This design comes from an exercise in tuning for small area on the open sky130 flow, not from production work.
Function was checked by simulation only, so behaviour that the tests miss may differ from the original.
Power and IR drop assume default switching activity.

## flow/design.v

```verilog
module resample_interp #(
    parameter int SYM_WIDTH = 1,
    parameter int INT_WIDTH = 1,
    parameter int DEC_WIDTH = 14,
    parameter int MU_WIDTH  = 8,
    parameter int DEPTH     = 8,
    parameter int CNT_WIDTH = 16,
    localparam int DW = SYM_WIDTH + INT_WIDTH + DEC_WIDTH,
    localparam int LW = $clog2(DEPTH) + 1
) (
    input  logic                 clk,
    input  logic                 rst,
    input  logic                 flush,
    input  logic                 in_valid,
    input  logic [DW-1:0]        in_i,
    input  logic [DW-1:0]        in_q,
    input  logic                 mk,
    input  logic [MU_WIDTH-1:0]  mu,
    input  logic                 mode,
    input  logic                 out_ready,
    output logic                 out_valid,
    output logic [DW-1:0]        out_i,
    output logic [DW-1:0]        out_q,
    output logic [LW-1:0]        fifo_level,
    output logic                 overflow,
    output logic [CNT_WIDTH-1:0] sym_cnt
);
    localparam int AW = $clog2(DEPTH);
    localparam logic [DW-1:0] SGN = DW'(1) << (DW - 1);
    logic                 strobe;
    logic                 x_zero;
    logic [DW-1:0]        x_i, x_q;
    logic                 s1_valid, s2_valid, s3_valid;
    logic [DW-1:0]        s1_a_i, s1_a_q;
    logic [MU_WIDTH-1:0]  s1_mu;
    logic [DW-1:0]        s2_y_i, s2_y_q, s3_y_i, s3_y_q;
    logic [DW-1:0]        y_i, y_q;
    logic [DW-1:0]        mem_i [DEPTH];
    logic [DW-1:0]        mem_q [DEPTH];
    logic [AW-1:0]        wr_ptr, rd_ptr;
    logic                 full, pop, wr_ok;
    assign strobe = in_valid && mk;
    always_ff @(posedge clk or posedge rst) begin
        if (rst) begin
            x_zero   <= 1'b1;
            s1_valid <= 1'b0;
            s2_valid <= 1'b0;
            s3_valid <= 1'b0;
        end else if (flush) begin
            x_zero   <= 1'b1;
            s1_valid <= 1'b0;
            s2_valid <= 1'b0;
            s3_valid <= 1'b0;
        end else begin
            if (in_valid) x_zero <= 1'b0;
            s1_valid <= strobe;
            s2_valid <= s1_valid;
            s3_valid <= s2_valid;
        end
    end
    always_ff @(posedge clk) begin
        if (in_valid) begin
            x_i <= in_i ^ SGN;
            x_q <= in_q ^ SGN;
        end
        s1_a_i <= !mode ? in_i ^ SGN : x_zero ? SGN : x_i;
        s1_a_q <= !mode ? in_q ^ SGN : x_zero ? SGN : x_q;
        s1_mu  <= mu;
        s2_y_i <= y_i ^ SGN;
        s2_y_q <= y_q ^ SGN;
        s3_y_i <= s2_y_i;
        s3_y_q <= s2_y_q;
    end
    logic [15:0] ari_1;
    logic [15:0] ari_2;
    logic [15:0] ari_3;
    logic [15:0] ari_4;
    logic [15:0] ari_5;
    logic [15:0] ari_6;
    logic [15:0] ari_7;
    logic [15:0] ari_8;
    logic ari_9;
    logic ari_10;
    logic ari_11;
    logic ari_12;
    logic ari_13;
    logic ari_14;
    logic ari_15;
    logic ari_16;
    logic ari_17;
    logic ari_18;
    logic ari_19;
    logic ari_20;
    logic ari_21;
    logic ari_22;
    logic ari_23;
    logic ari_24;
    logic ari_25;
    logic ari_26;
    logic ari_27;
    logic ari_28;
    logic ari_29;
    logic ari_30;
    logic ari_31;
    logic ari_32;
    logic ari_33;
    logic ari_34;
    logic ari_35;
    logic ari_36;
    logic ari_37;
    logic ari_38;
    logic ari_39;
    logic ari_40;
    logic ari_41;
    logic ari_42;
    logic ari_43;
    logic ari_44;
    logic ari_45;
    logic ari_46;
    logic ari_47;
    logic ari_48;
    logic ari_49;
    logic ari_50;
    logic ari_51;
    logic ari_52;
    logic ari_53;
    logic ari_54;
    logic ari_55;
    logic ari_56;
    logic ari_57;
    logic ari_58;
    logic ari_59;
    logic ari_60;
    logic ari_61;
    logic ari_62;
    logic ari_63;
    logic ari_64;
    logic ari_65;
    logic ari_66;
    logic ari_67;
    logic ari_68;
    logic ari_69;
    logic ari_70;
    logic ari_71;
    logic ari_72;
    logic ari_73;
    logic ari_74;
    logic ari_75;
    logic ari_76;
    logic ari_77;
    logic ari_78;
    logic ari_79;
    logic ari_80;
    logic ari_81;
    logic ari_82;
    logic ari_83;
    logic ari_84;
    logic ari_85;
    logic ari_86;
    logic ari_87;
    logic ari_88;
    logic ari_89;
    logic ari_90;
    logic ari_91;
    logic ari_92;
    logic ari_93;
    logic ari_94;
    logic ari_95;
    logic ari_96;
    logic ari_97;
    logic ari_98;
    logic ari_99;
    logic ari_100;
    logic ari_101;
    logic ari_102;
    logic ari_103;
    logic ari_104;
    logic ari_105;
    logic ari_106;
    logic ari_107;
    logic ari_108;
    logic ari_109;
    logic ari_110;
    logic ari_111;
    logic ari_112;
    logic ari_113;
    logic ari_114;
    logic ari_115;
    logic ari_116;
    logic ari_117;
    logic ari_118;
    logic ari_119;
    logic ari_120;
    logic ari_121;
    logic ari_122;
    logic ari_123;
    logic ari_124;
    logic ari_125;
    logic ari_126;
    logic ari_127;
    logic ari_128;
    logic ari_129;
    logic ari_130;
    logic ari_131;
    logic ari_132;
    logic ari_133;
    logic ari_134;
    logic ari_135;
    logic ari_136;
    logic ari_137;
    logic ari_138;
    logic ari_139;
    logic ari_140;
    logic ari_141;
    logic ari_142;
    logic ari_143;
    logic ari_144;
    logic ari_145;
    logic ari_146;
    logic ari_147;
    logic ari_148;
    logic ari_149;
    logic ari_150;
    logic ari_151;
    logic ari_152;
    logic ari_153;
    logic ari_154;
    logic ari_155;
    logic ari_156;
    logic ari_157;
    logic ari_158;
    logic ari_159;
    logic ari_160;
    logic ari_161;
    logic ari_162;
    logic ari_163;
    logic ari_164;
    logic ari_165;
    logic ari_166;
    logic ari_167;
    logic ari_168;
    logic ari_169;
    logic ari_170;
    logic ari_171;
    logic ari_172;
    logic ari_173;
    logic ari_174;
    logic ari_175;
    logic ari_176;
    logic ari_177;
    logic ari_178;
    logic ari_179;
    logic ari_180;
    logic ari_181;
    logic ari_182;
    logic ari_183;
    logic ari_184;
    logic ari_185;
    logic ari_186;
    logic ari_187;
    logic ari_188;
    logic ari_189;
    logic ari_190;
    logic ari_191;
    logic ari_192;
    logic ari_193;
    logic ari_194;
    logic ari_195;
    logic ari_196;
    logic ari_197;
    logic ari_198;
    logic ari_199;
    logic ari_200;
    logic ari_201;
    logic ari_202;
    logic ari_203;
    logic ari_204;
    logic ari_205;
    logic ari_206;
    logic ari_207;
    logic ari_208;
    logic ari_209;
    logic ari_210;
    logic ari_211;
    logic ari_212;
    logic ari_213;
    logic ari_214;
    logic ari_215;
    logic ari_216;
    logic ari_217;
    logic ari_218;
    logic ari_219;
    logic ari_220;
    logic ari_221;
    logic ari_222;
    logic ari_223;
    logic ari_224;
    logic ari_225;
    logic ari_226;
    logic ari_227;
    logic ari_228;
    logic ari_229;
    logic ari_230;
    logic ari_231;
    logic ari_232;
    logic ari_233;
    logic ari_234;
    logic ari_235;
    logic ari_236;
    logic ari_237;
    logic ari_238;
    logic ari_239;
    logic ari_240;
    logic ari_241;
    logic ari_242;
    logic ari_243;
    logic ari_244;
    logic ari_245;
    logic ari_246;
    logic ari_247;
    logic ari_248;
    logic ari_249;
    logic ari_250;
    logic ari_251;
    logic ari_252;
    logic ari_253;
    logic ari_254;
    logic ari_255;
    logic ari_256;
    logic ari_257;
    logic ari_258;
    logic ari_259;
    logic ari_260;
    logic ari_261;
    logic ari_262;
    logic ari_263;
    logic ari_264;
    logic ari_265;
    logic ari_266;
    logic ari_267;
    logic ari_268;
    logic ari_269;
    logic ari_270;
    logic ari_271;
    logic ari_272;
    logic ari_273;
    logic ari_274;
    logic ari_275;
    logic ari_276;
    logic ari_277;
    logic ari_278;
    logic ari_279;
    logic ari_280;
    logic ari_281;
    logic ari_282;
    logic ari_283;
    logic ari_284;
    logic ari_285;
    logic ari_286;
    logic ari_287;
    logic ari_288;
    logic ari_289;
    logic ari_290;
    logic ari_291;
    logic ari_292;
    logic ari_293;
    logic ari_294;
    logic ari_295;
    logic ari_296;
    logic ari_297;
    logic ari_298;
    logic ari_299;
    logic ari_300;
    logic ari_301;
    logic ari_302;
    logic ari_303;
    logic ari_304;
    logic ari_305;
    logic ari_306;
    logic ari_307;
    logic ari_308;
    logic ari_309;
    logic ari_310;
    logic ari_311;
    logic ari_312;
    logic ari_313;
    logic ari_314;
    logic ari_315;
    logic ari_316;
    logic ari_317;
    logic ari_318;
    logic ari_319;
    logic ari_320;
    logic ari_321;
    logic ari_322;
    assign ari_1 = ~(s1_mu[0] ? x_i : s1_a_i);
    assign ari_2 = ~(s1_mu[1] ? x_i : s1_a_i);
    assign ari_3 = ~(s1_mu[2] ? x_i : s1_a_i);
    assign ari_4 = ~(s1_mu[3] ? x_i : s1_a_i);
    assign ari_5 = ~(s1_mu[4] ? x_i : s1_a_i);
    assign ari_6 = ~(s1_mu[5] ? x_i : s1_a_i);
    assign ari_7 = ~(s1_mu[6] ? x_i : s1_a_i);
    assign ari_8 = ~(s1_mu[7] ? x_i : s1_a_i);
    ri_ha u_ari_9 (~s1_a_i[7], ari_1[7], ari_9, ari_10);
    assign ari_11 = ~(~s1_a_i[1] ^ ari_1[1]);
    assign ari_12 = ~s1_a_i[1] | ari_1[1];
    ri_fa u_ari_13 (~s1_a_i[2], ari_1[2], ari_2[1], ari_13, ari_14);
    assign ari_15 = ~(ari_3[0] ^ ari_12);
    assign ari_16 = ari_3[0] | ari_12;
    ri_fa u_ari_17 (~s1_a_i[3], ari_1[3], ari_2[2], ari_17, ari_18);
    ri_fa u_ari_19 (ari_3[1], ari_4[0], ari_14, ari_19, ari_20);
    assign ari_21 = ~(ari_16 ^ ari_17);
    assign ari_22 = ari_16 | ari_17;
    ri_fa u_ari_23 (~s1_a_i[4], ari_1[4], ari_2[3], ari_23, ari_24);
    ri_fa u_ari_25 (ari_3[2], ari_4[1], ari_5[0], ari_25, ari_26);
    ri_fa u_ari_27 (ari_18, ari_23, ari_25, ari_27, ari_28);
    assign ari_29 = ~(ari_22 ^ ari_20);
    assign ari_30 = ari_22 | ari_20;
    ri_fa u_ari_31 (~s1_a_i[5], ari_1[5], ari_2[4], ari_31, ari_32);
    ri_fa u_ari_33 (ari_3[3], ari_4[2], ari_5[1], ari_33, ari_34);
    ri_fa u_ari_35 (ari_6[0], ari_24, ari_26, ari_35, ari_36);
    ri_fa u_ari_37 (ari_31, ari_33, ari_28, ari_37, ari_38);
    assign ari_39 = ~(ari_35 ^ ari_30);
    assign ari_40 = ari_35 | ari_30;
    ri_fa u_ari_41 (~s1_a_i[6], ari_1[6], ari_2[5], ari_41, ari_42);
    ri_fa u_ari_43 (ari_3[4], ari_4[3], ari_5[2], ari_43, ari_44);
    ri_fa u_ari_45 (ari_6[1], ari_7[0], ari_32, ari_45, ari_46);
    ri_fa u_ari_47 (ari_34, ari_41, ari_43, ari_47, ari_48);
    ri_fa u_ari_49 (ari_36, ari_45, ari_47, ari_49, ari_50);
    assign ari_51 = ~(ari_38 ^ ari_40);
    assign ari_52 = ari_38 | ari_40;
    ri_fa u_ari_53 (ari_2[6], ari_3[5], ari_4[4], ari_53, ari_54);
    ri_fa u_ari_55 (ari_5[3], ari_6[2], ari_7[1], ari_55, ari_56);
    ri_fa u_ari_57 (ari_8[0], ari_9, ari_42, ari_57, ari_58);
    ri_fa u_ari_59 (ari_44, ari_53, ari_55, ari_59, ari_60);
    ri_fa u_ari_61 (ari_46, ari_48, ari_57, ari_61, ari_62);
    ri_fa u_ari_63 (ari_59, ari_50, ari_61, ari_63, ari_64);
    ri_fa u_ari_65 (~s1_a_i[8], ari_1[8], ari_2[7], ari_65, ari_66);
    ri_fa u_ari_67 (ari_3[6], ari_4[5], ari_5[4], ari_67, ari_68);
    ri_fa u_ari_69 (ari_6[3], ari_7[2], ari_8[1], ari_69, ari_70);
    ri_fa u_ari_71 (ari_10, ari_54, ari_56, ari_71, ari_72);
    ri_fa u_ari_73 (ari_65, ari_67, ari_69, ari_73, ari_74);
    ri_fa u_ari_75 (ari_58, ari_60, ari_71, ari_75, ari_76);
    ri_fa u_ari_77 (ari_73, ari_62, ari_75, ari_77, ari_78);
    ri_fa u_ari_79 (~s1_a_i[9], ari_1[9], ari_2[8], ari_79, ari_80);
    ri_fa u_ari_81 (ari_3[7], ari_4[6], ari_5[5], ari_81, ari_82);
    ri_fa u_ari_83 (ari_6[4], ari_7[3], ari_8[2], ari_83, ari_84);
    ri_fa u_ari_85 (ari_66, ari_68, ari_70, ari_85, ari_86);
    ri_fa u_ari_87 (ari_79, ari_81, ari_83, ari_87, ari_88);
    ri_fa u_ari_89 (ari_72, ari_74, ari_85, ari_89, ari_90);
    ri_fa u_ari_91 (ari_87, ari_76, ari_89, ari_91, ari_92);
    ri_fa u_ari_93 (~s1_a_i[10], ari_1[10], ari_2[9], ari_93, ari_94);
    ri_fa u_ari_95 (ari_3[8], ari_4[7], ari_5[6], ari_95, ari_96);
    ri_fa u_ari_97 (ari_6[5], ari_7[4], ari_8[3], ari_97, ari_98);
    ri_fa u_ari_99 (ari_80, ari_82, ari_84, ari_99, ari_100);
    ri_fa u_ari_101 (ari_93, ari_95, ari_97, ari_101, ari_102);
    ri_fa u_ari_103 (ari_86, ari_88, ari_99, ari_103, ari_104);
    ri_fa u_ari_105 (ari_101, ari_90, ari_103, ari_105, ari_106);
    ri_fa u_ari_107 (~s1_a_i[11], ari_1[11], ari_2[10], ari_107, ari_108);
    ri_fa u_ari_109 (ari_3[9], ari_4[8], ari_5[7], ari_109, ari_110);
    ri_fa u_ari_111 (ari_6[6], ari_7[5], ari_8[4], ari_111, ari_112);
    ri_fa u_ari_113 (ari_94, ari_96, ari_98, ari_113, ari_114);
    ri_fa u_ari_115 (ari_107, ari_109, ari_111, ari_115, ari_116);
    ri_fa u_ari_117 (ari_100, ari_102, ari_113, ari_117, ari_118);
    ri_fa u_ari_119 (ari_115, ari_104, ari_117, ari_119, ari_120);
    ri_fa u_ari_121 (~s1_a_i[12], ari_1[12], ari_2[11], ari_121, ari_122);
    ri_fa u_ari_123 (ari_3[10], ari_4[9], ari_5[8], ari_123, ari_124);
    ri_fa u_ari_125 (ari_6[7], ari_7[6], ari_8[5], ari_125, ari_126);
    ri_fa u_ari_127 (ari_108, ari_110, ari_112, ari_127, ari_128);
    ri_fa u_ari_129 (ari_121, ari_123, ari_125, ari_129, ari_130);
    ri_fa u_ari_131 (ari_114, ari_116, ari_127, ari_131, ari_132);
    ri_fa u_ari_133 (ari_129, ari_118, ari_131, ari_133, ari_134);
    ri_fa u_ari_135 (~s1_a_i[13], ari_1[13], ari_2[12], ari_135, ari_136);
    ri_fa u_ari_137 (ari_3[11], ari_4[10], ari_5[9], ari_137, ari_138);
    ri_fa u_ari_139 (ari_6[8], ari_7[7], ari_8[6], ari_139, ari_140);
    ri_fa u_ari_141 (ari_122, ari_124, ari_126, ari_141, ari_142);
    ri_fa u_ari_143 (ari_135, ari_137, ari_139, ari_143, ari_144);
    ri_fa u_ari_145 (ari_128, ari_130, ari_141, ari_145, ari_146);
    ri_fa u_ari_147 (ari_143, ari_132, ari_145, ari_147, ari_148);
    ri_fa u_ari_149 (~s1_a_i[14], ari_1[14], ari_2[13], ari_149, ari_150);
    ri_fa u_ari_151 (ari_3[12], ari_4[11], ari_5[10], ari_151, ari_152);
    ri_fa u_ari_153 (ari_6[9], ari_7[8], ari_8[7], ari_153, ari_154);
    ri_fa u_ari_155 (ari_136, ari_138, ari_140, ari_155, ari_156);
    ri_fa u_ari_157 (ari_149, ari_151, ari_153, ari_157, ari_158);
    ri_fa u_ari_159 (ari_142, ari_144, ari_155, ari_159, ari_160);
    ri_fa u_ari_161 (ari_157, ari_146, ari_159, ari_161, ari_162);
    ri_fa u_ari_163 (~s1_a_i[15], ari_1[15], ari_2[14], ari_163, ari_164);
    ri_fa u_ari_165 (ari_3[13], ari_4[12], ari_5[11], ari_165, ari_166);
    ri_fa u_ari_167 (ari_6[10], ari_7[9], ari_8[8], ari_167, ari_168);
    ri_fa u_ari_169 (ari_150, ari_152, ari_154, ari_169, ari_170);
    ri_fa u_ari_171 (ari_163, ari_165, ari_167, ari_171, ari_172);
    ri_fa u_ari_173 (ari_156, ari_158, ari_169, ari_173, ari_174);
    ri_fa u_ari_175 (ari_171, ari_160, ari_173, ari_175, ari_176);
    ri_fa u_ari_177 (ari_2[15], ari_3[14], ari_4[13], ari_177, ari_178);
    ri_fa u_ari_179 (ari_5[12], ari_6[11], ari_7[10], ari_179, ari_180);
    ri_fa u_ari_181 (ari_8[9], ari_164, ari_166, ari_181, ari_182);
    ri_fa u_ari_183 (ari_168, ari_177, ari_179, ari_183, ari_184);
    ri_fa u_ari_185 (ari_170, ari_172, ari_181, ari_185, ari_186);
    ri_fa u_ari_187 (ari_183, ari_174, ari_185, ari_187, ari_188);
    ri_fa u_ari_189 (ari_3[15], ari_4[14], ari_5[13], ari_189, ari_190);
    ri_fa u_ari_191 (ari_6[12], ari_7[11], ari_8[10], ari_191, ari_192);
    ri_fa u_ari_193 (ari_178, ari_180, ari_189, ari_193, ari_194);
    ri_fa u_ari_195 (ari_191, ari_182, ari_184, ari_195, ari_196);
    ri_fa u_ari_197 (ari_193, ari_186, ari_195, ari_197, ari_198);
    ri_fa u_ari_199 (ari_4[15], ari_5[14], ari_6[13], ari_199, ari_200);
    ri_fa u_ari_201 (ari_7[12], ari_8[11], ari_190, ari_201, ari_202);
    ri_fa u_ari_203 (ari_192, ari_199, ari_194, ari_203, ari_204);
    ri_fa u_ari_205 (ari_201, ari_196, ari_203, ari_205, ari_206);
    ri_fa u_ari_207 (ari_5[15], ari_6[14], ari_7[13], ari_207, ari_208);
    ri_fa u_ari_209 (ari_8[12], ari_200, ari_207, ari_209, ari_210);
    ri_fa u_ari_211 (ari_202, ari_209, ari_204, ari_211, ari_212);
    ri_fa u_ari_213 (ari_6[15], ari_7[14], ari_8[13], ari_213, ari_214);
    ri_fa u_ari_215 (ari_208, ari_213, ari_210, ari_215, ari_216);
    ri_fa u_ari_217 (ari_7[15], ari_8[14], ari_214, ari_217, ari_218);
    assign ari_219 = ~s1_a_i[0] | ari_1[0];
    ri_maj u_ari_220 (ari_2[0], ari_11, ari_219, ari_220);
    ri_maj u_ari_221 (ari_13, ari_15, ari_220, ari_221);
    ri_maj u_ari_222 (ari_21, ari_19, ari_221, ari_222);
    ri_maj u_ari_223 (ari_27, ari_29, ari_222, ari_223);
    ri_maj u_ari_224 (ari_39, ari_37, ari_223, ari_224);
    ri_maj u_ari_225 (ari_49, ari_51, ari_224, ari_225);
    ri_maj u_ari_226 (ari_52, ari_63, ari_225, ari_226);
    ri_ha u_ari_227 (ari_64, ari_77, ari_227, ari_228);
    ri_ha u_ari_229 (ari_78, ari_91, ari_229, ari_230);
    ri_ha u_ari_231 (ari_92, ari_105, ari_231, ari_232);
    ri_ha u_ari_233 (ari_106, ari_119, ari_233, ari_234);
    ri_ha u_ari_235 (ari_120, ari_133, ari_235, ari_236);
    ri_ha u_ari_237 (ari_134, ari_147, ari_237, ari_238);
    ri_ha u_ari_239 (ari_148, ari_161, ari_239, ari_240);
    ri_ha u_ari_241 (ari_162, ari_175, ari_241, ari_242);
    ri_ha u_ari_243 (ari_176, ari_187, ari_243, ari_244);
    ri_ha u_ari_245 (ari_188, ari_197, ari_245, ari_246);
    ri_ha u_ari_247 (ari_198, ari_205, ari_247, ari_248);
    ri_ha u_ari_249 (ari_206, ari_211, ari_249, ari_250);
    ri_ha u_ari_251 (ari_215, ari_212, ari_251, ari_252);
    ri_ha u_ari_253 (ari_217, ari_216, ari_253, ari_254);
    ri_ha u_ari_255 (ari_8[15], ari_218, ari_255, ari_256);
    assign ari_257 = ari_228 | (ari_227 & ari_226);
    assign ari_258 = ari_230 | (ari_229 & ari_257);
    assign ari_259 = ari_234 | (ari_233 & ari_232);
    assign ari_260 = ari_233 & ari_231;
    assign ari_261 = ari_238 | (ari_237 & ari_236);
    assign ari_262 = ari_237 & ari_235;
    assign ari_263 = ari_242 | (ari_241 & ari_240);
    assign ari_264 = ari_241 & ari_239;
    assign ari_265 = ari_246 | (ari_245 & ari_244);
    assign ari_266 = ari_245 & ari_243;
    assign ari_267 = ari_250 | (ari_249 & ari_248);
    assign ari_268 = ari_249 & ari_247;
    assign ari_269 = ari_254 | (ari_253 & ari_252);
    assign ari_270 = ari_253 & ari_251;
    assign ari_271 = 1'b0 | (1'b0 & ari_256);
    assign ari_272 = 1'b0 & ari_255;
    assign ari_273 = ari_232 | (ari_231 & ari_258);
    assign ari_274 = ari_259 | (ari_260 & ari_258);
    assign ari_275 = ari_240 | (ari_239 & ari_261);
    assign ari_276 = ari_239 & ari_262;
    assign ari_277 = ari_263 | (ari_264 & ari_261);
    assign ari_278 = ari_264 & ari_262;
    assign ari_279 = ari_248 | (ari_247 & ari_265);
    assign ari_280 = ari_247 & ari_266;
    assign ari_281 = ari_267 | (ari_268 & ari_265);
    assign ari_282 = ari_268 & ari_266;
    assign ari_283 = ari_256 | (ari_255 & ari_269);
    assign ari_284 = ari_255 & ari_270;
    assign ari_285 = ari_271 | (ari_272 & ari_269);
    assign ari_286 = ari_272 & ari_270;
    assign ari_287 = ari_236 | (ari_235 & ari_274);
    assign ari_288 = ari_261 | (ari_262 & ari_274);
    assign ari_289 = ari_275 | (ari_276 & ari_274);
    assign ari_290 = ari_277 | (ari_278 & ari_274);
    assign ari_291 = ari_252 | (ari_251 & ari_281);
    assign ari_292 = ari_251 & ari_282;
    assign ari_293 = ari_269 | (ari_270 & ari_281);
    assign ari_294 = ari_270 & ari_282;
    assign ari_295 = ari_283 | (ari_284 & ari_281);
    assign ari_296 = ari_284 & ari_282;
    assign ari_297 = ari_285 | (ari_286 & ari_281);
    assign ari_298 = ari_286 & ari_282;
    assign ari_299 = ari_244 | (ari_243 & ari_290);
    assign ari_300 = ari_265 | (ari_266 & ari_290);
    assign ari_301 = ari_279 | (ari_280 & ari_290);
    assign ari_302 = ari_281 | (ari_282 & ari_290);
    assign ari_303 = ari_291 | (ari_292 & ari_290);
    assign ari_304 = ari_293 | (ari_294 & ari_290);
    assign ari_305 = ari_295 | (ari_296 & ari_290);
    assign ari_306 = ari_297 | (ari_298 & ari_290);
    assign ari_307 = ari_227 ^ ari_226;
    assign ari_308 = ari_229 ^ ari_257;
    assign ari_309 = ari_231 ^ ari_258;
    assign ari_310 = ari_233 ^ ari_273;
    assign ari_311 = ari_235 ^ ari_274;
    assign ari_312 = ari_237 ^ ari_287;
    assign ari_313 = ari_239 ^ ari_288;
    assign ari_314 = ari_241 ^ ari_289;
    assign ari_315 = ari_243 ^ ari_290;
    assign ari_316 = ari_245 ^ ari_299;
    assign ari_317 = ari_247 ^ ari_300;
    assign ari_318 = ari_249 ^ ari_301;
    assign ari_319 = ari_251 ^ ari_302;
    assign ari_320 = ari_253 ^ ari_303;
    assign ari_321 = ari_255 ^ ari_304;
    assign ari_322 = 1'b0 ^ ari_305;
    assign y_i = ~{ari_322, ari_321, ari_320, ari_319, ari_318, ari_317, ari_316, ari_315, ari_314, ari_313, ari_312, ari_311, ari_310, ari_309, ari_308, ari_307};
    logic [15:0] arq_1;
    logic [15:0] arq_2;
    logic [15:0] arq_3;
    logic [15:0] arq_4;
    logic [15:0] arq_5;
    logic [15:0] arq_6;
    logic [15:0] arq_7;
    logic [15:0] arq_8;
    logic arq_9;
    logic arq_10;
    logic arq_11;
    logic arq_12;
    logic arq_13;
    logic arq_14;
    logic arq_15;
    logic arq_16;
    logic arq_17;
    logic arq_18;
    logic arq_19;
    logic arq_20;
    logic arq_21;
    logic arq_22;
    logic arq_23;
    logic arq_24;
    logic arq_25;
    logic arq_26;
    logic arq_27;
    logic arq_28;
    logic arq_29;
    logic arq_30;
    logic arq_31;
    logic arq_32;
    logic arq_33;
    logic arq_34;
    logic arq_35;
    logic arq_36;
    logic arq_37;
    logic arq_38;
    logic arq_39;
    logic arq_40;
    logic arq_41;
    logic arq_42;
    logic arq_43;
    logic arq_44;
    logic arq_45;
    logic arq_46;
    logic arq_47;
    logic arq_48;
    logic arq_49;
    logic arq_50;
    logic arq_51;
    logic arq_52;
    logic arq_53;
    logic arq_54;
    logic arq_55;
    logic arq_56;
    logic arq_57;
    logic arq_58;
    logic arq_59;
    logic arq_60;
    logic arq_61;
    logic arq_62;
    logic arq_63;
    logic arq_64;
    logic arq_65;
    logic arq_66;
    logic arq_67;
    logic arq_68;
    logic arq_69;
    logic arq_70;
    logic arq_71;
    logic arq_72;
    logic arq_73;
    logic arq_74;
    logic arq_75;
    logic arq_76;
    logic arq_77;
    logic arq_78;
    logic arq_79;
    logic arq_80;
    logic arq_81;
    logic arq_82;
    logic arq_83;
    logic arq_84;
    logic arq_85;
    logic arq_86;
    logic arq_87;
    logic arq_88;
    logic arq_89;
    logic arq_90;
    logic arq_91;
    logic arq_92;
    logic arq_93;
    logic arq_94;
    logic arq_95;
    logic arq_96;
    logic arq_97;
    logic arq_98;
    logic arq_99;
    logic arq_100;
    logic arq_101;
    logic arq_102;
    logic arq_103;
    logic arq_104;
    logic arq_105;
    logic arq_106;
    logic arq_107;
    logic arq_108;
    logic arq_109;
    logic arq_110;
    logic arq_111;
    logic arq_112;
    logic arq_113;
    logic arq_114;
    logic arq_115;
    logic arq_116;
    logic arq_117;
    logic arq_118;
    logic arq_119;
    logic arq_120;
    logic arq_121;
    logic arq_122;
    logic arq_123;
    logic arq_124;
    logic arq_125;
    logic arq_126;
    logic arq_127;
    logic arq_128;
    logic arq_129;
    logic arq_130;
    logic arq_131;
    logic arq_132;
    logic arq_133;
    logic arq_134;
    logic arq_135;
    logic arq_136;
    logic arq_137;
    logic arq_138;
    logic arq_139;
    logic arq_140;
    logic arq_141;
    logic arq_142;
    logic arq_143;
    logic arq_144;
    logic arq_145;
    logic arq_146;
    logic arq_147;
    logic arq_148;
    logic arq_149;
    logic arq_150;
    logic arq_151;
    logic arq_152;
    logic arq_153;
    logic arq_154;
    logic arq_155;
    logic arq_156;
    logic arq_157;
    logic arq_158;
    logic arq_159;
    logic arq_160;
    logic arq_161;
    logic arq_162;
    logic arq_163;
    logic arq_164;
    logic arq_165;
    logic arq_166;
    logic arq_167;
    logic arq_168;
    logic arq_169;
    logic arq_170;
    logic arq_171;
    logic arq_172;
    logic arq_173;
    logic arq_174;
    logic arq_175;
    logic arq_176;
    logic arq_177;
    logic arq_178;
    logic arq_179;
    logic arq_180;
    logic arq_181;
    logic arq_182;
    logic arq_183;
    logic arq_184;
    logic arq_185;
    logic arq_186;
    logic arq_187;
    logic arq_188;
    logic arq_189;
    logic arq_190;
    logic arq_191;
    logic arq_192;
    logic arq_193;
    logic arq_194;
    logic arq_195;
    logic arq_196;
    logic arq_197;
    logic arq_198;
    logic arq_199;
    logic arq_200;
    logic arq_201;
    logic arq_202;
    logic arq_203;
    logic arq_204;
    logic arq_205;
    logic arq_206;
    logic arq_207;
    logic arq_208;
    logic arq_209;
    logic arq_210;
    logic arq_211;
    logic arq_212;
    logic arq_213;
    logic arq_214;
    logic arq_215;
    logic arq_216;
    logic arq_217;
    logic arq_218;
    logic arq_219;
    logic arq_220;
    logic arq_221;
    logic arq_222;
    logic arq_223;
    logic arq_224;
    logic arq_225;
    logic arq_226;
    logic arq_227;
    logic arq_228;
    logic arq_229;
    logic arq_230;
    logic arq_231;
    logic arq_232;
    logic arq_233;
    logic arq_234;
    logic arq_235;
    logic arq_236;
    logic arq_237;
    logic arq_238;
    logic arq_239;
    logic arq_240;
    logic arq_241;
    logic arq_242;
    logic arq_243;
    logic arq_244;
    logic arq_245;
    logic arq_246;
    logic arq_247;
    logic arq_248;
    logic arq_249;
    logic arq_250;
    logic arq_251;
    logic arq_252;
    logic arq_253;
    logic arq_254;
    logic arq_255;
    logic arq_256;
    logic arq_257;
    logic arq_258;
    logic arq_259;
    logic arq_260;
    logic arq_261;
    logic arq_262;
    logic arq_263;
    logic arq_264;
    logic arq_265;
    logic arq_266;
    logic arq_267;
    logic arq_268;
    logic arq_269;
    logic arq_270;
    logic arq_271;
    logic arq_272;
    logic arq_273;
    logic arq_274;
    logic arq_275;
    logic arq_276;
    logic arq_277;
    logic arq_278;
    logic arq_279;
    logic arq_280;
    logic arq_281;
    logic arq_282;
    logic arq_283;
    logic arq_284;
    logic arq_285;
    logic arq_286;
    logic arq_287;
    logic arq_288;
    logic arq_289;
    logic arq_290;
    logic arq_291;
    logic arq_292;
    logic arq_293;
    logic arq_294;
    logic arq_295;
    logic arq_296;
    logic arq_297;
    logic arq_298;
    logic arq_299;
    logic arq_300;
    logic arq_301;
    logic arq_302;
    logic arq_303;
    logic arq_304;
    logic arq_305;
    logic arq_306;
    logic arq_307;
    logic arq_308;
    logic arq_309;
    logic arq_310;
    logic arq_311;
    logic arq_312;
    logic arq_313;
    logic arq_314;
    logic arq_315;
    logic arq_316;
    logic arq_317;
    logic arq_318;
    logic arq_319;
    logic arq_320;
    logic arq_321;
    logic arq_322;
    assign arq_1 = ~(s1_mu[0] ? x_q : s1_a_q);
    assign arq_2 = ~(s1_mu[1] ? x_q : s1_a_q);
    assign arq_3 = ~(s1_mu[2] ? x_q : s1_a_q);
    assign arq_4 = ~(s1_mu[3] ? x_q : s1_a_q);
    assign arq_5 = ~(s1_mu[4] ? x_q : s1_a_q);
    assign arq_6 = ~(s1_mu[5] ? x_q : s1_a_q);
    assign arq_7 = ~(s1_mu[6] ? x_q : s1_a_q);
    assign arq_8 = ~(s1_mu[7] ? x_q : s1_a_q);
    ri_ha u_arq_9 (~s1_a_q[7], arq_1[7], arq_9, arq_10);
    assign arq_11 = ~(~s1_a_q[1] ^ arq_1[1]);
    assign arq_12 = ~s1_a_q[1] | arq_1[1];
    ri_fa u_arq_13 (~s1_a_q[2], arq_1[2], arq_2[1], arq_13, arq_14);
    assign arq_15 = ~(arq_3[0] ^ arq_12);
    assign arq_16 = arq_3[0] | arq_12;
    ri_fa u_arq_17 (~s1_a_q[3], arq_1[3], arq_2[2], arq_17, arq_18);
    ri_fa u_arq_19 (arq_3[1], arq_4[0], arq_14, arq_19, arq_20);
    assign arq_21 = ~(arq_16 ^ arq_17);
    assign arq_22 = arq_16 | arq_17;
    ri_fa u_arq_23 (~s1_a_q[4], arq_1[4], arq_2[3], arq_23, arq_24);
    ri_fa u_arq_25 (arq_3[2], arq_4[1], arq_5[0], arq_25, arq_26);
    ri_fa u_arq_27 (arq_18, arq_23, arq_25, arq_27, arq_28);
    assign arq_29 = ~(arq_22 ^ arq_20);
    assign arq_30 = arq_22 | arq_20;
    ri_fa u_arq_31 (~s1_a_q[5], arq_1[5], arq_2[4], arq_31, arq_32);
    ri_fa u_arq_33 (arq_3[3], arq_4[2], arq_5[1], arq_33, arq_34);
    ri_fa u_arq_35 (arq_6[0], arq_24, arq_26, arq_35, arq_36);
    ri_fa u_arq_37 (arq_31, arq_33, arq_28, arq_37, arq_38);
    assign arq_39 = ~(arq_35 ^ arq_30);
    assign arq_40 = arq_35 | arq_30;
    ri_fa u_arq_41 (~s1_a_q[6], arq_1[6], arq_2[5], arq_41, arq_42);
    ri_fa u_arq_43 (arq_3[4], arq_4[3], arq_5[2], arq_43, arq_44);
    ri_fa u_arq_45 (arq_6[1], arq_7[0], arq_32, arq_45, arq_46);
    ri_fa u_arq_47 (arq_34, arq_41, arq_43, arq_47, arq_48);
    ri_fa u_arq_49 (arq_36, arq_45, arq_47, arq_49, arq_50);
    assign arq_51 = ~(arq_38 ^ arq_40);
    assign arq_52 = arq_38 | arq_40;
    ri_fa u_arq_53 (arq_2[6], arq_3[5], arq_4[4], arq_53, arq_54);
    ri_fa u_arq_55 (arq_5[3], arq_6[2], arq_7[1], arq_55, arq_56);
    ri_fa u_arq_57 (arq_8[0], arq_9, arq_42, arq_57, arq_58);
    ri_fa u_arq_59 (arq_44, arq_53, arq_55, arq_59, arq_60);
    ri_fa u_arq_61 (arq_46, arq_48, arq_57, arq_61, arq_62);
    ri_fa u_arq_63 (arq_59, arq_50, arq_61, arq_63, arq_64);
    ri_fa u_arq_65 (~s1_a_q[8], arq_1[8], arq_2[7], arq_65, arq_66);
    ri_fa u_arq_67 (arq_3[6], arq_4[5], arq_5[4], arq_67, arq_68);
    ri_fa u_arq_69 (arq_6[3], arq_7[2], arq_8[1], arq_69, arq_70);
    ri_fa u_arq_71 (arq_10, arq_54, arq_56, arq_71, arq_72);
    ri_fa u_arq_73 (arq_65, arq_67, arq_69, arq_73, arq_74);
    ri_fa u_arq_75 (arq_58, arq_60, arq_71, arq_75, arq_76);
    ri_fa u_arq_77 (arq_73, arq_62, arq_75, arq_77, arq_78);
    ri_fa u_arq_79 (~s1_a_q[9], arq_1[9], arq_2[8], arq_79, arq_80);
    ri_fa u_arq_81 (arq_3[7], arq_4[6], arq_5[5], arq_81, arq_82);
    ri_fa u_arq_83 (arq_6[4], arq_7[3], arq_8[2], arq_83, arq_84);
    ri_fa u_arq_85 (arq_66, arq_68, arq_70, arq_85, arq_86);
    ri_fa u_arq_87 (arq_79, arq_81, arq_83, arq_87, arq_88);
    ri_fa u_arq_89 (arq_72, arq_74, arq_85, arq_89, arq_90);
    ri_fa u_arq_91 (arq_87, arq_76, arq_89, arq_91, arq_92);
    ri_fa u_arq_93 (~s1_a_q[10], arq_1[10], arq_2[9], arq_93, arq_94);
    ri_fa u_arq_95 (arq_3[8], arq_4[7], arq_5[6], arq_95, arq_96);
    ri_fa u_arq_97 (arq_6[5], arq_7[4], arq_8[3], arq_97, arq_98);
    ri_fa u_arq_99 (arq_80, arq_82, arq_84, arq_99, arq_100);
    ri_fa u_arq_101 (arq_93, arq_95, arq_97, arq_101, arq_102);
    ri_fa u_arq_103 (arq_86, arq_88, arq_99, arq_103, arq_104);
    ri_fa u_arq_105 (arq_101, arq_90, arq_103, arq_105, arq_106);
    ri_fa u_arq_107 (~s1_a_q[11], arq_1[11], arq_2[10], arq_107, arq_108);
    ri_fa u_arq_109 (arq_3[9], arq_4[8], arq_5[7], arq_109, arq_110);
    ri_fa u_arq_111 (arq_6[6], arq_7[5], arq_8[4], arq_111, arq_112);
    ri_fa u_arq_113 (arq_94, arq_96, arq_98, arq_113, arq_114);
    ri_fa u_arq_115 (arq_107, arq_109, arq_111, arq_115, arq_116);
    ri_fa u_arq_117 (arq_100, arq_102, arq_113, arq_117, arq_118);
    ri_fa u_arq_119 (arq_115, arq_104, arq_117, arq_119, arq_120);
    ri_fa u_arq_121 (~s1_a_q[12], arq_1[12], arq_2[11], arq_121, arq_122);
    ri_fa u_arq_123 (arq_3[10], arq_4[9], arq_5[8], arq_123, arq_124);
    ri_fa u_arq_125 (arq_6[7], arq_7[6], arq_8[5], arq_125, arq_126);
    ri_fa u_arq_127 (arq_108, arq_110, arq_112, arq_127, arq_128);
    ri_fa u_arq_129 (arq_121, arq_123, arq_125, arq_129, arq_130);
    ri_fa u_arq_131 (arq_114, arq_116, arq_127, arq_131, arq_132);
    ri_fa u_arq_133 (arq_129, arq_118, arq_131, arq_133, arq_134);
    ri_fa u_arq_135 (~s1_a_q[13], arq_1[13], arq_2[12], arq_135, arq_136);
    ri_fa u_arq_137 (arq_3[11], arq_4[10], arq_5[9], arq_137, arq_138);
    ri_fa u_arq_139 (arq_6[8], arq_7[7], arq_8[6], arq_139, arq_140);
    ri_fa u_arq_141 (arq_122, arq_124, arq_126, arq_141, arq_142);
    ri_fa u_arq_143 (arq_135, arq_137, arq_139, arq_143, arq_144);
    ri_fa u_arq_145 (arq_128, arq_130, arq_141, arq_145, arq_146);
    ri_fa u_arq_147 (arq_143, arq_132, arq_145, arq_147, arq_148);
    ri_fa u_arq_149 (~s1_a_q[14], arq_1[14], arq_2[13], arq_149, arq_150);
    ri_fa u_arq_151 (arq_3[12], arq_4[11], arq_5[10], arq_151, arq_152);
    ri_fa u_arq_153 (arq_6[9], arq_7[8], arq_8[7], arq_153, arq_154);
    ri_fa u_arq_155 (arq_136, arq_138, arq_140, arq_155, arq_156);
    ri_fa u_arq_157 (arq_149, arq_151, arq_153, arq_157, arq_158);
    ri_fa u_arq_159 (arq_142, arq_144, arq_155, arq_159, arq_160);
    ri_fa u_arq_161 (arq_157, arq_146, arq_159, arq_161, arq_162);
    ri_fa u_arq_163 (~s1_a_q[15], arq_1[15], arq_2[14], arq_163, arq_164);
    ri_fa u_arq_165 (arq_3[13], arq_4[12], arq_5[11], arq_165, arq_166);
    ri_fa u_arq_167 (arq_6[10], arq_7[9], arq_8[8], arq_167, arq_168);
    ri_fa u_arq_169 (arq_150, arq_152, arq_154, arq_169, arq_170);
    ri_fa u_arq_171 (arq_163, arq_165, arq_167, arq_171, arq_172);
    ri_fa u_arq_173 (arq_156, arq_158, arq_169, arq_173, arq_174);
    ri_fa u_arq_175 (arq_171, arq_160, arq_173, arq_175, arq_176);
    ri_fa u_arq_177 (arq_2[15], arq_3[14], arq_4[13], arq_177, arq_178);
    ri_fa u_arq_179 (arq_5[12], arq_6[11], arq_7[10], arq_179, arq_180);
    ri_fa u_arq_181 (arq_8[9], arq_164, arq_166, arq_181, arq_182);
    ri_fa u_arq_183 (arq_168, arq_177, arq_179, arq_183, arq_184);
    ri_fa u_arq_185 (arq_170, arq_172, arq_181, arq_185, arq_186);
    ri_fa u_arq_187 (arq_183, arq_174, arq_185, arq_187, arq_188);
    ri_fa u_arq_189 (arq_3[15], arq_4[14], arq_5[13], arq_189, arq_190);
    ri_fa u_arq_191 (arq_6[12], arq_7[11], arq_8[10], arq_191, arq_192);
    ri_fa u_arq_193 (arq_178, arq_180, arq_189, arq_193, arq_194);
    ri_fa u_arq_195 (arq_191, arq_182, arq_184, arq_195, arq_196);
    ri_fa u_arq_197 (arq_193, arq_186, arq_195, arq_197, arq_198);
    ri_fa u_arq_199 (arq_4[15], arq_5[14], arq_6[13], arq_199, arq_200);
    ri_fa u_arq_201 (arq_7[12], arq_8[11], arq_190, arq_201, arq_202);
    ri_fa u_arq_203 (arq_192, arq_199, arq_194, arq_203, arq_204);
    ri_fa u_arq_205 (arq_201, arq_196, arq_203, arq_205, arq_206);
    ri_fa u_arq_207 (arq_5[15], arq_6[14], arq_7[13], arq_207, arq_208);
    ri_fa u_arq_209 (arq_8[12], arq_200, arq_207, arq_209, arq_210);
    ri_fa u_arq_211 (arq_202, arq_209, arq_204, arq_211, arq_212);
    ri_fa u_arq_213 (arq_6[15], arq_7[14], arq_8[13], arq_213, arq_214);
    ri_fa u_arq_215 (arq_208, arq_213, arq_210, arq_215, arq_216);
    ri_fa u_arq_217 (arq_7[15], arq_8[14], arq_214, arq_217, arq_218);
    assign arq_219 = ~s1_a_q[0] | arq_1[0];
    ri_maj u_arq_220 (arq_2[0], arq_11, arq_219, arq_220);
    ri_maj u_arq_221 (arq_13, arq_15, arq_220, arq_221);
    ri_maj u_arq_222 (arq_21, arq_19, arq_221, arq_222);
    ri_maj u_arq_223 (arq_27, arq_29, arq_222, arq_223);
    ri_maj u_arq_224 (arq_39, arq_37, arq_223, arq_224);
    ri_maj u_arq_225 (arq_49, arq_51, arq_224, arq_225);
    ri_maj u_arq_226 (arq_52, arq_63, arq_225, arq_226);
    ri_ha u_arq_227 (arq_64, arq_77, arq_227, arq_228);
    ri_ha u_arq_229 (arq_78, arq_91, arq_229, arq_230);
    ri_ha u_arq_231 (arq_92, arq_105, arq_231, arq_232);
    ri_ha u_arq_233 (arq_106, arq_119, arq_233, arq_234);
    ri_ha u_arq_235 (arq_120, arq_133, arq_235, arq_236);
    ri_ha u_arq_237 (arq_134, arq_147, arq_237, arq_238);
    ri_ha u_arq_239 (arq_148, arq_161, arq_239, arq_240);
    ri_ha u_arq_241 (arq_162, arq_175, arq_241, arq_242);
    ri_ha u_arq_243 (arq_176, arq_187, arq_243, arq_244);
    ri_ha u_arq_245 (arq_188, arq_197, arq_245, arq_246);
    ri_ha u_arq_247 (arq_198, arq_205, arq_247, arq_248);
    ri_ha u_arq_249 (arq_206, arq_211, arq_249, arq_250);
    ri_ha u_arq_251 (arq_215, arq_212, arq_251, arq_252);
    ri_ha u_arq_253 (arq_217, arq_216, arq_253, arq_254);
    ri_ha u_arq_255 (arq_8[15], arq_218, arq_255, arq_256);
    assign arq_257 = arq_228 | (arq_227 & arq_226);
    assign arq_258 = arq_230 | (arq_229 & arq_257);
    assign arq_259 = arq_234 | (arq_233 & arq_232);
    assign arq_260 = arq_233 & arq_231;
    assign arq_261 = arq_238 | (arq_237 & arq_236);
    assign arq_262 = arq_237 & arq_235;
    assign arq_263 = arq_242 | (arq_241 & arq_240);
    assign arq_264 = arq_241 & arq_239;
    assign arq_265 = arq_246 | (arq_245 & arq_244);
    assign arq_266 = arq_245 & arq_243;
    assign arq_267 = arq_250 | (arq_249 & arq_248);
    assign arq_268 = arq_249 & arq_247;
    assign arq_269 = arq_254 | (arq_253 & arq_252);
    assign arq_270 = arq_253 & arq_251;
    assign arq_271 = 1'b0 | (1'b0 & arq_256);
    assign arq_272 = 1'b0 & arq_255;
    assign arq_273 = arq_232 | (arq_231 & arq_258);
    assign arq_274 = arq_259 | (arq_260 & arq_258);
    assign arq_275 = arq_240 | (arq_239 & arq_261);
    assign arq_276 = arq_239 & arq_262;
    assign arq_277 = arq_263 | (arq_264 & arq_261);
    assign arq_278 = arq_264 & arq_262;
    assign arq_279 = arq_248 | (arq_247 & arq_265);
    assign arq_280 = arq_247 & arq_266;
    assign arq_281 = arq_267 | (arq_268 & arq_265);
    assign arq_282 = arq_268 & arq_266;
    assign arq_283 = arq_256 | (arq_255 & arq_269);
    assign arq_284 = arq_255 & arq_270;
    assign arq_285 = arq_271 | (arq_272 & arq_269);
    assign arq_286 = arq_272 & arq_270;
    assign arq_287 = arq_236 | (arq_235 & arq_274);
    assign arq_288 = arq_261 | (arq_262 & arq_274);
    assign arq_289 = arq_275 | (arq_276 & arq_274);
    assign arq_290 = arq_277 | (arq_278 & arq_274);
    assign arq_291 = arq_252 | (arq_251 & arq_281);
    assign arq_292 = arq_251 & arq_282;
    assign arq_293 = arq_269 | (arq_270 & arq_281);
    assign arq_294 = arq_270 & arq_282;
    assign arq_295 = arq_283 | (arq_284 & arq_281);
    assign arq_296 = arq_284 & arq_282;
    assign arq_297 = arq_285 | (arq_286 & arq_281);
    assign arq_298 = arq_286 & arq_282;
    assign arq_299 = arq_244 | (arq_243 & arq_290);
    assign arq_300 = arq_265 | (arq_266 & arq_290);
    assign arq_301 = arq_279 | (arq_280 & arq_290);
    assign arq_302 = arq_281 | (arq_282 & arq_290);
    assign arq_303 = arq_291 | (arq_292 & arq_290);
    assign arq_304 = arq_293 | (arq_294 & arq_290);
    assign arq_305 = arq_295 | (arq_296 & arq_290);
    assign arq_306 = arq_297 | (arq_298 & arq_290);
    assign arq_307 = arq_227 ^ arq_226;
    assign arq_308 = arq_229 ^ arq_257;
    assign arq_309 = arq_231 ^ arq_258;
    assign arq_310 = arq_233 ^ arq_273;
    assign arq_311 = arq_235 ^ arq_274;
    assign arq_312 = arq_237 ^ arq_287;
    assign arq_313 = arq_239 ^ arq_288;
    assign arq_314 = arq_241 ^ arq_289;
    assign arq_315 = arq_243 ^ arq_290;
    assign arq_316 = arq_245 ^ arq_299;
    assign arq_317 = arq_247 ^ arq_300;
    assign arq_318 = arq_249 ^ arq_301;
    assign arq_319 = arq_251 ^ arq_302;
    assign arq_320 = arq_253 ^ arq_303;
    assign arq_321 = arq_255 ^ arq_304;
    assign arq_322 = 1'b0 ^ arq_305;
    assign y_q = ~{arq_322, arq_321, arq_320, arq_319, arq_318, arq_317, arq_316, arq_315, arq_314, arq_313, arq_312, arq_311, arq_310, arq_309, arq_308, arq_307};
    assign wr_ptr    = rd_ptr + fifo_level[AW-1:0];
    assign full      = fifo_level == LW'(DEPTH);
    assign out_valid = fifo_level != '0;
    assign pop       = out_valid && out_ready;
    assign wr_ok     = s3_valid && (!full || pop);
    always_comb begin
        out_i = '0;
        out_q = '0;
        for (int k = 0; k < DEPTH; k++) begin
            if (out_valid && rd_ptr == AW'(k)) begin
                out_i = out_i | mem_i[k];
                out_q = out_q | mem_q[k];
            end
        end
    end
    always_ff @(posedge clk) begin
        if (!full || pop) begin
            mem_i[wr_ptr] <= s3_y_i;
            mem_q[wr_ptr] <= s3_y_q;
        end
    end
    always_ff @(posedge clk or posedge rst) begin
        if (rst) begin
            rd_ptr     <= '0;
            fifo_level <= '0;
            overflow   <= 1'b0;
            sym_cnt    <= '0;
        end else if (flush) begin
            rd_ptr     <= '0;
            fifo_level <= '0;
            overflow   <= 1'b0;
            sym_cnt    <= '0;
        end else begin
            if (wr_ok) begin
                sym_cnt <= sym_cnt + CNT_WIDTH'(1);
            end
            if (pop) begin
                rd_ptr <= rd_ptr + AW'(1);
            end
            case ({wr_ok, pop})
                2'b10:   fifo_level <= fifo_level + LW'(1);
                2'b01:   fifo_level <= fifo_level - LW'(1);
                default: fifo_level <= fifo_level;
            endcase
            if (s3_valid && !wr_ok) begin
                overflow <= 1'b1;
            end
        end
    end
endmodule
module ri_fa (
    input  logic a, b, c,
    output logic s, co
);
    assign s  = a ^ b ^ c;
    assign co = (a & b) | (c & (a ^ b));
endmodule
module ri_maj (
    input  logic a, b, c,
    output logic co
);
    assign co = (a & b) | (a & c) | (b & c);
endmodule
module ri_ao (
    input  logic gh, ph, gl,
    output logic g
);
    assign g = gh | (ph & gl);
endmodule
module ri_and (
    input  logic a, b,
    output logic y
);
    assign y = a & b;
endmodule
module ri_xor (
    input  logic a, b,
    output logic y
);
    assign y = a ^ b;
endmodule
module ri_ha (
    input  logic a, b,
    output logic s, co
);
    assign s  = a ^ b;
    assign co = a & b;
endmodule
```

## flow/flow/run.sh

```bash
#!/bin/bash
# Layout flow: the standard ORFS flow (standard.sh, synthesis unchanged)
# with two changes to the layout steps:
#   * port buffers use the smallest buffer (buf_1) instead of the resizer's
#     default choice; every input and output port still gets a buffer;
#   * clock tree synthesis runs without dummy loads and builds the tree from
#     clkbuf_8 cells with sink clusters of at most 20 flip-flops.
# Each tool's full output is in orfs/logs/ (one log per step); make's own
# output goes to flow_make.log in the work folder.
set -euo pipefail
export BUFFER_PORTS_ARGS="-buffer_cell sky130_fd_sc_hd__buf_1"
export CTS_ARGS="-sink_clustering_enable -repair_clock_nets -dont_use_dummy_load -buf_list sky130_fd_sc_hd__clkbuf_8 -sink_clustering_size 20 -sink_clustering_max_diameter 50"
bash standard.sh > flow_make.log 2>&1
```

## flow/standard.sh

```bash
#!/bin/bash
# synth_recipe.tcl (not shown) runs the flow's synth.tcl, then flattens the netlist and writes it again
# the make line also repeats each setting of config.mk as NAME=value (left out here)
make -C /OpenROAD-flow-scripts/flow DESIGN_CONFIG=/design/flow/config.mk WORK_HOME=/design/flow/orfs CLKGATE_MAP_FILE= SYNTH_SCRIPT=/design/flow/synth_recipe.tcl "${@:-finish}"
```

## flow/config.mk

```make
export PLATFORM = sky130hd
export DESIGN_NAME = resample_interp
export DESIGN_NICKNAME = resample_interp
export VERILOG_FILES = /design/flow/design.v
export SDC_FILE = /design/flow/constraint.sdc
export NUM_CORES = 4
export LEC_CHECK = 0
export CAP_MARGIN = 20
export CORE_MARGIN = 2
export CORE_UTILIZATION = 65
export PLACE_DENSITY = 0.75
export SLEW_MARGIN = 20
export SYNTH_HIERARCHICAL = 1
export SYNTH_MINIMUM_KEEP_SIZE = 0
```

## flow/constraint.sdc

```tcl
create_clock -name core_clock -period 6.0 [get_ports {clk}]
set_input_delay 1.2000 -clock core_clock [delete_from_list [all_inputs] [get_ports {clk}]]
set_output_delay 1.2000 -clock core_clock [all_outputs]
set_load 0.01 [all_outputs]
```

==> results of run 1 <==
## per-layer routing
layer  GRT usage  wire length [um]  vias to the layer above  part of all wire
met5           0                 0                        -                 0
met3      0.0400              3200                       71             0.069
met1       0.396             21000                     6639              0.45
li1            -                 -                     5911                 -
met4      0.0538               913                        0             0.020
met2       0.411             21500                      478              0.46
## layout make-up
cell class              count  share of cell area
clock buffers              29              0.0168
well taps                 455              0.0239
repair buffers            129              0.0250
inverters                 109              0.0172
multi-input cells         960               0.437
flip-flops and latches    420               0.480
## worst min-delay path by stage
stage                        from                 end  slack [ns]  cells past startpoint
5_1_grt        s2_y_i[13]$_DFF_P_  s3_y_i[13]$_DFF_P_        0.27                      0
3_3_place_gp    s2_y_i[3]$_DFF_P_   s3_y_i[3]$_DFF_P_        0.31                      0
6_report       s2_y_i[13]$_DFF_P_  s3_y_i[13]$_DFF_P_        0.25                      0
4_1_cts        s2_y_i[13]$_DFF_P_  s3_y_i[13]$_DFF_P_        0.26                      0
3_5_place_dp    s2_y_i[0]$_DFF_P_   s3_y_i[0]$_DFF_P_        0.31                      0
2_1_floorplan   s2_y_i[0]$_DFF_P_   s3_y_i[0]$_DFF_P_        0.31                      0
## report_power, final
group          leakage [nW]  switching, mW  total [mW]  internal (mW)
Combinational          5.09           3.86        6.84           2.97
Sequential             3.93          0.491        4.75           4.26
Clock                 0.209          0.791        1.22          0.430
## per-stage QoR
| step | hold slack [ns] | util | worst slack (ns) |
|---|---|---|---|
| floorplan | 0.310 | - | 0.638 |
| global placement | 0.311 | 0.678 | 0.734 |
| detailed placement | 0.312 | 0.678 | 0.635 |
| CTS | 0.257 | 0.690 | 0.653 |
| global route | 0.275 | 0.690 | 0.390 |
| finish | 0.253 | 0.690 | 0.652 |
## modules after synthesis, one instance, submodules excluded
module	flip-flops and latches	times used	cell area, um^2
ri_fa	0	196	20.0
resample_interp	420	1	18300
ri_maj	0	14	11.3
ri_ha	0	32	12.5
## registers in the layout, summed over array words and instances (netlist names), 8 cells and up
signal / flops
s2_y_q: 16
s3_y_q: 16
sym_cnt: 16
s1_a_q: 16
s1_a_i: 16
x_q: 16
mem_i: 128
s1_mu: 8
x_i: 16
mem_q: 128
s2_y_i: 16
s3_y_i: 16
## worst register-to-register path, cell delays in order, from the launching register on
cell      delay (ns)
edfxtp_1        0.53
mux2_2          0.32
ha_1            0.27
inv_1           0.05
maj3_2          0.30
maj3_2          0.31
maj3_2          0.31
maj3_2          0.31
maj3_2          0.32
maj3_2          0.31
maj3_2          0.31
ha_1            0.19
or2_2           0.29
ha_1            0.19
o211ai_1        0.25
a21oi_1         0.16
o211a_1         0.27
or2_2           0.32
a211o_1         0.28
## cell families (layout without fill, tap and decap cells)
group                    after synthesis  in the layout  synth area share
AND/OR/NAND/NOR                      200            200            0.0474
AO/OA/AOI/OAI                        194            194            0.0648
XOR/XNOR                              30             30            0.0115
adder cells (fa/ha/maj)              276            276             0.216
buffers and inverters                247            267            0.0451
multiplexers                         260            260             0.114
flip-flops                           420            420             0.501
## layout by cell type (no fill, tap or decap), types with 6 or more instances in the layout
cell      count
nand3_1      39
mux2i_1     256
a222oi_1     64
inv_1       108
xor2_1       19
nor2_1       38
buf_1        98
fa_1        198
dfxtp_2       8
maj3_2       14
buf_4        29
a22oi_1      32
nand3b_1     33
a21oi_1      19
clkbuf_8     29
dfxtp_1      96
dfrtp_1      27
nand2_1      29
o21ai_0      48
nor3_1        6
ha_1         64
edfxtp_1    288
xnor2_1      11
nand4_1       9
==> flow_summary_export.csv, run 1 <==
group,metric,value,unit
outcome,status,"no timing/DRC/antenna violations",
floorplan,start_util,0.660,
logic_synthesis,yosysTopAreaCell,"edfxtp_1",
clock_network,numCtsBuffers,29,
clock_network,cts_sinks,420,
setup_path,worst_setup_path_end_kind,"flip-flop",
global_route,antenna_found_initial,0,
global_route,grt_pass1_vias,13300,
drt,via_count,13100,
clock_network,h-tree-depth,1,
setup_path,rr_startpoint,"x_q[1]$_DFFE_PP_",
drt,routed_via_density,6.23,
cells_and_area,antenna_cells,0,
logic_synthesis,syn-num-nets,1936,
sta,fin_setup_tns,0,ns
setup_path,start_kind,"flip-flop",
place,dp.cells,2073,
setup_path,path_delay_family,"adder cells",
setup_path,path_cells,"mux2_2 -> ha_1 -> inv_1 -> maj3_2 -> maj3_2 -> maj3_2 -> maj3_2 -> maj3_2 -> maj3_2 -> maj3_2 -> ha_1 -> or2_2 -> ha_1 -> o211ai_1 -> a21oi_1 -> o211a_1 -> or2_2 -> a211o_1",
drt,wl,46700,um
setup_path,critPathRequiredTime,6.53,ns
sta,clock.fmax,187,MHz
setup_path,worst-path-stages,18,
sta,relSlewSlack,0.321,
cells_and_area,fin_area,23800,um^2
drt,firstDrtPassIters,6,
drt,detail_route.wl_per_cell,22.2,um
cells_and_area,finalNetCount,1958,
setup_path,arrival,5.88,ns
global_route,grt_util_all_layers,0.263,
floorplan,die_w,191,um
clock_network,clk_latency,0.63,ns
logic_synthesis,ys_warn_count,7,
power,p_leak,9.23,nW
logic_synthesis,syn_area,22800,um^2
place,hpwlAfterDp,31400,um
sta,fin_crit,5.35,ns
logic_synthesis,ys_types,56,
floorplan,die_h,191,um
place,dpl_cell_area,23400,um^2
setup_path,max_stage_delay,0.53,ns
floorplan,ioPinCount,101,
global_route,grt_pass1_wl,74100,um
setup_path,reg2reg_depth,18,
cells_and_area,multi_input_area,10400,um^2
cells_and_area,fillers,2418,
cells_and_area,final_layout_size_suffix_gt1_frac,0.0698,
logic_synthesis,syn_inst,1627,
power,irDropWorstVdd,0.352,mV
setup_path,crit_path_end,"s2_y_q[15]$_DFF_P_",
run,cap_violations,0,
floorplan,die_area,36600,um^2
clock_network,clockBufferDepth,3,
logic_synthesis,async_flop_share,0.0667,
clock_network,cts_setup_buffers,0,
hold_path,hold_path.class,"flip-flop to flip-flop",
floorplan,row_count,68,
logic_synthesis,synth_edf_count,288,
setup_path,critPathLaunch,"x_q[1]$_DFFE_PP_",
drt,drt-initial-drc-count,1312,
logic_synthesis,synth_area_leaders,"edfxtp_1, fa_1, mux2i_1, dfxtp_1, ha_1",
drt,drtAntennaViolNets,0,
global_route,gr-total-overflow,0,
clock_network,ctsResizeCount,0,
logic_synthesis,synth_seq_cells,420,
clock_network,path_clk_slew,0.11,ns
logic_synthesis,yosysMostFrequentCell,"edfxtp_1",
setup_path,reg2reg_to,"s2_y_q[15]$_DFF_P_",
clock_network,ctsHoldBuffers,0,
place,globalplace.congestion,0.869,
sta,finClkSkew,0.0713,ns
place,io_buffers,100,
power,total_power,12.8,mW
logic_synthesis,synth_top_area_frac,0.379,
sta,rsz0062_at_grt,"no",
cells_and_area,final_cells,2102,
drt,drc,0,
sta,finalHoldViolCount,0,
logic_synthesis,syn_avg_cell_area,14.0,um^2
sta,setup_viol,0,
logic_synthesis,synth_ff_type,"edfxtp_1",
setup_path,rrSetupSlack,0.65,ns
logic_synthesis,ys_seq_area_frac,0.501,
sta,drv_slew,0,
cells_and_area,syn_to_final_growth,4.41,%
global_route,grt_max_degree,63,
sta,tightest_slew,1.02,ns
floorplan,core,34500,um^2
logic_synthesis,synth_common_cells,"edfxtp_1, mux2i_1, fa_1",
power,power_density,538,nW/um^2
cells_and_area,seq_area,11400,um^2
clock_network,clock-root-buffer,"clkbuf_8",
setup_path,cpMaxStageDelayCell,"edfxtp_1",
setup_path,cpMostUsedCell,"maj3_2",
clock_network,cts_tree,"built",
setup_path,path_buf_inv,1,
setup_path,cp_max_fo,9,
setup_path,path_class,"flip-flop to flip-flop",
sta,period_share,0.891,
==> inputs of run 2 (changes only) <==
--- a/flow/config.mk
+++ b/flow/config.mk
@@ -7,8 +7,8 @@
 export LEC_CHECK = 0
 export CAP_MARGIN = 20
 export CORE_MARGIN = 2
-export CORE_UTILIZATION = 65
-export PLACE_DENSITY = 0.75
+export CORE_UTILIZATION = 70
+export PLACE_DENSITY = 0.8
 export SLEW_MARGIN = 20
 export SYNTH_HIERARCHICAL = 1
 export SYNTH_MINIMUM_KEEP_SIZE = 0
==> flow_summary_export.csv, run 2 <==
group,metric,value,unit
outcome,status,"no timing/DRC/antenna violations",
setup_path,rrSetupSlack,0.59,ns
setup_path,rr_startpoint,"s1_mu[1]$_DFF_P_",
clock_network,cts_setup_buffers,0,
global_route,grt_pass1_wl,75400,um
setup_path,cpMaxStageDelayCell,"dfxtp_2",
logic_synthesis,synth_seq_cells,420,
sta,clock.fmax,185,MHz
setup_path,reg2reg_depth,19,
setup_path,path_buf_inv,3,
sta,period_share,0.901,
logic_synthesis,synth_area_leaders,"edfxtp_1, fa_1, mux2i_1, dfxtp_1, ha_1",
drt,drt-initial-drc-count,1278,
cells_and_area,mostFrequentLayoutCells,"edfxtp_1, mux2i_1, fa_1",
run,cap_violations,0,
logic_synthesis,synth_ff_type,"edfxtp_1",
setup_path,path_cells,"buf_4 -> mux2i_1 -> fa_1 -> inv_1 -> ha_1 -> inv_1 -> maj3_2 -> maj3_2 -> maj3_2 -> maj3_2 -> maj3_2 -> ha_1 -> or2_2 -> ha_1 -> o211ai_1 -> a21oi_1 -> o21bai_1 -> mux2i_1 -> a2111oi_0",
sta,fin_setup_tns,0,ns
clock_network,cts_tree,"built",
logic_synthesis,yosysTopAreaCell,"edfxtp_1",
floorplan,die_w,185,um
clock_network,clockBufferDepth,3,
place,io_buffers,100,
clock_network,numCtsBuffers,36,
cells_and_area,final_cells,2095,
setup_path,max_stage_delay,0.58,ns
clock_network,clk_latency,0.57,ns
sta,rsz0062_at_grt,"no",
setup_path,cpMostUsedCell,"maj3_2",
drt,drtAntennaViolNets,0,
setup_path,arrival,5.84,ns
global_route,antenna_found_initial,0,
floorplan,die_area,34100,um^2
sta,relSlewSlack,0.336,
sta,drv_slew,0,
setup_path,critPathRequiredTime,6.43,ns
drt,routed_via_density,6.36,
sta,finalHoldViolCount,0,
sta,whs,0.258,ns
drt,via_count,13300,
hold_path,holdCritStartpoint,"s2_y_i[1]$_DFF_P_",
cells_and_area,fin_area,23900,um^2
hold_path,whs_endpoint,"s3_y_i[1]$_DFF_P_",
place,globalplace.congestion,0.884,
drt,firstDrtPassIters,6,
sta,setup_viol,0,
logic_synthesis,syn_inst,1627,
power,irDropWorstVdd,0.544,mV
setup_path,path_class,"flip-flop to flip-flop",
cells_and_area,syn_to_final_growth,4.73,%
logic_synthesis,synth_common_cells,"edfxtp_1, mux2i_1, fa_1",
clock_network,path_clk_slew,0.10,ns
setup_path,reg2reg_to,"s2_y_i[11]$_DFF_P_",
logic_synthesis,async_flop_share,0.0667,
setup_path,cp_max_fo,13,
floorplan,ioPinCount,101,
logic_synthesis,yosysMostFrequentCell,"edfxtp_1",
logic_synthesis,syn_avg_cell_area,14.0,um^2
power,p_leak,9.27,nW
cells_and_area,largestRegisters,"mem_i x128, mem_q x128",
cells_and_area,final_layout_size_suffix_gt1_frac,0.0732,
logic_synthesis,synth_edf_count,288,
logic_synthesis,syn-num-nets,1936,
setup_path,start_kind,"flip-flop",
global_route,grt_pass1_vias,13700,
drt,drc,0,
global_route,grt_util_all_layers,0.290,
setup_path,worst_setup_path_end_kind,"flip-flop",
drt,detail_route.wl_per_cell,22.8,um
floorplan,row_count,66,
place,dp.cells,2059,
hold_path,whs_path_depth,0,
logic_synthesis,ys_seq_area_frac,0.501,
clock_network,cts_sinks,420,
logic_synthesis,synth_top_area_frac,0.379,
cells_and_area,antenna_cells,0,
global_route,gr-total-overflow,0,
setup_path,path_delay_family,"adder cells",
clock_network,clock-root-buffer,"clkbuf_8",
clock_network,ctsHoldBuffers,0,
floorplan,start_util,0.707,
hold_path,hold_path.class,"flip-flop to flip-flop",
clock_network,h-tree-depth,2,
logic_synthesis,ys_warn_count,7,
floorplan,core,32300,um^2
cells_and_area,final_common_cell,"edfxtp_1",
sta,tightest_slew,0.996,ns
logic_synthesis,ys_types,56,
power,power_density,552,nW/um^2
cells_and_area,finalNetCount,1964,
drt,wl,47800,um
logic_synthesis,syn_area,22800,um^2
global_route,grt_max_degree,63,
sta,finClkSkew,0.0833,ns
place,dpl_cell_area,23400,um^2
place,hpwlAfterDp,31400,um
sta,fin_crit,5.41,ns
clock_network,ctsResizeCount,0,
floorplan,die_h,185,um
## run 2: stage by stage
step	setup WS, ns	total power [mW]	utilization
after floorplan	0.638	9.82	-
after global routing	0.309	14.3	0.740
after detailed placement	0.605	11.8	0.725
after global placement	0.708	11.5	0.725
after CTS	0.615	13.2	0.740
final	0.594	13.2	0.740
## run 2: final cells by class
class                   count  area, um^2
flip-flops and latches    420       11400
multi-input cells         960       10400
fillers                  2050        8390
repair buffers            128         588
well taps                 442         553
clock buffers              36         495
inverters                 109         409
## run 2: how the worst max path moves through the flow
stage,startpoint,to,slack [ns],depth (start not counted)
after floorplan,s1_mu[1]$_DFF_P_,s2_y_q[15]$_DFF_P_,0.64,18
after global placement,s1_mu[1]$_DFF_P_,s2_y_i[15]$_DFF_P_,0.71,19
after detailed placement,s1_mu[1]$_DFF_P_,s2_y_i[11]$_DFF_P_,0.60,19
after CTS,s1_mu[1]$_DFF_P_,s2_y_i[11]$_DFF_P_,0.61,19
after global routing,s1_mu[1]$_DFF_P_,s2_y_i[11]$_DFF_P_,0.31,16
final,s1_mu[1]$_DFF_P_,s2_y_i[11]$_DFF_P_,0.59,19
## run 2: cells by family after synthesis
| group | count (synthesis) | synth area share |
|---|---|---|
| AO/OA/AOI/OAI | 194 | 0.0648 |
| XOR/XNOR | 30 | 0.0115 |
| adder cells (fa/ha/maj) | 276 | 0.216 |
| buffers and inverters | 247 | 0.0451 |
| flip-flops | 420 | 0.501 |
| multiplexers | 260 | 0.114 |
| AND/OR/NAND/NOR | 200 | 0.0474 |
## run 2: Yosys stat by module (local to each module, per instance)
module,cell area (um^2),copies in the design,cells inside,flip-flops and latches
ri_maj,11.3,14,1,0
ri_fa,20.0,196,1,0
resample_interp,18300,1,1385,420
ri_ha,12.5,32,1,0
## run 2: power breakdown
group,switching (mW),internal [mW]
sequential,0.504,4.26
combinational,4.06,3.00
clock,0.827,0.537
total,5.39,7.80
## run 2: routing by layer
metal  GRT usage  vias to the layer above  part of all wire
met5           0                        -                 0
met4      0.0736                        0             0.021
met3      0.0439                       70             0.069
met2       0.481                      500              0.49
met1       0.409                     6845              0.42
li1            -                     5918                 -

## re-timing with driven ports
In the flow no input, the clock included, has a driving cell. The finished layouts below were timed again as built, in two steps. Step 1 assumes that a clkbuf_16 drives the clock port and a buf_2 every other input. Step 2 moves the port delays by t, midway between the first and last clock arrival at a register: inputs arrive t later, outputs are due t later. That takes back most of the time a late clock gives input paths. a / b / c = ideal ports / drivers / drivers and shift; a / b = the first two.
| run | t (ns) | setup WS [ns] | worst setup path at the end | clock arrival spread, ns |
|---|---|---|---|---|
| run 1 | 0.649 | 0.652 / 0.652 / 0.652 | register to register | 0.076 / 0.076 |
| run 2 | 0.588 | 0.594 / 0.594 / 0.594 | register to register | 0.099 / 0.098 |
After both steps every run listed still meets setup and hold.
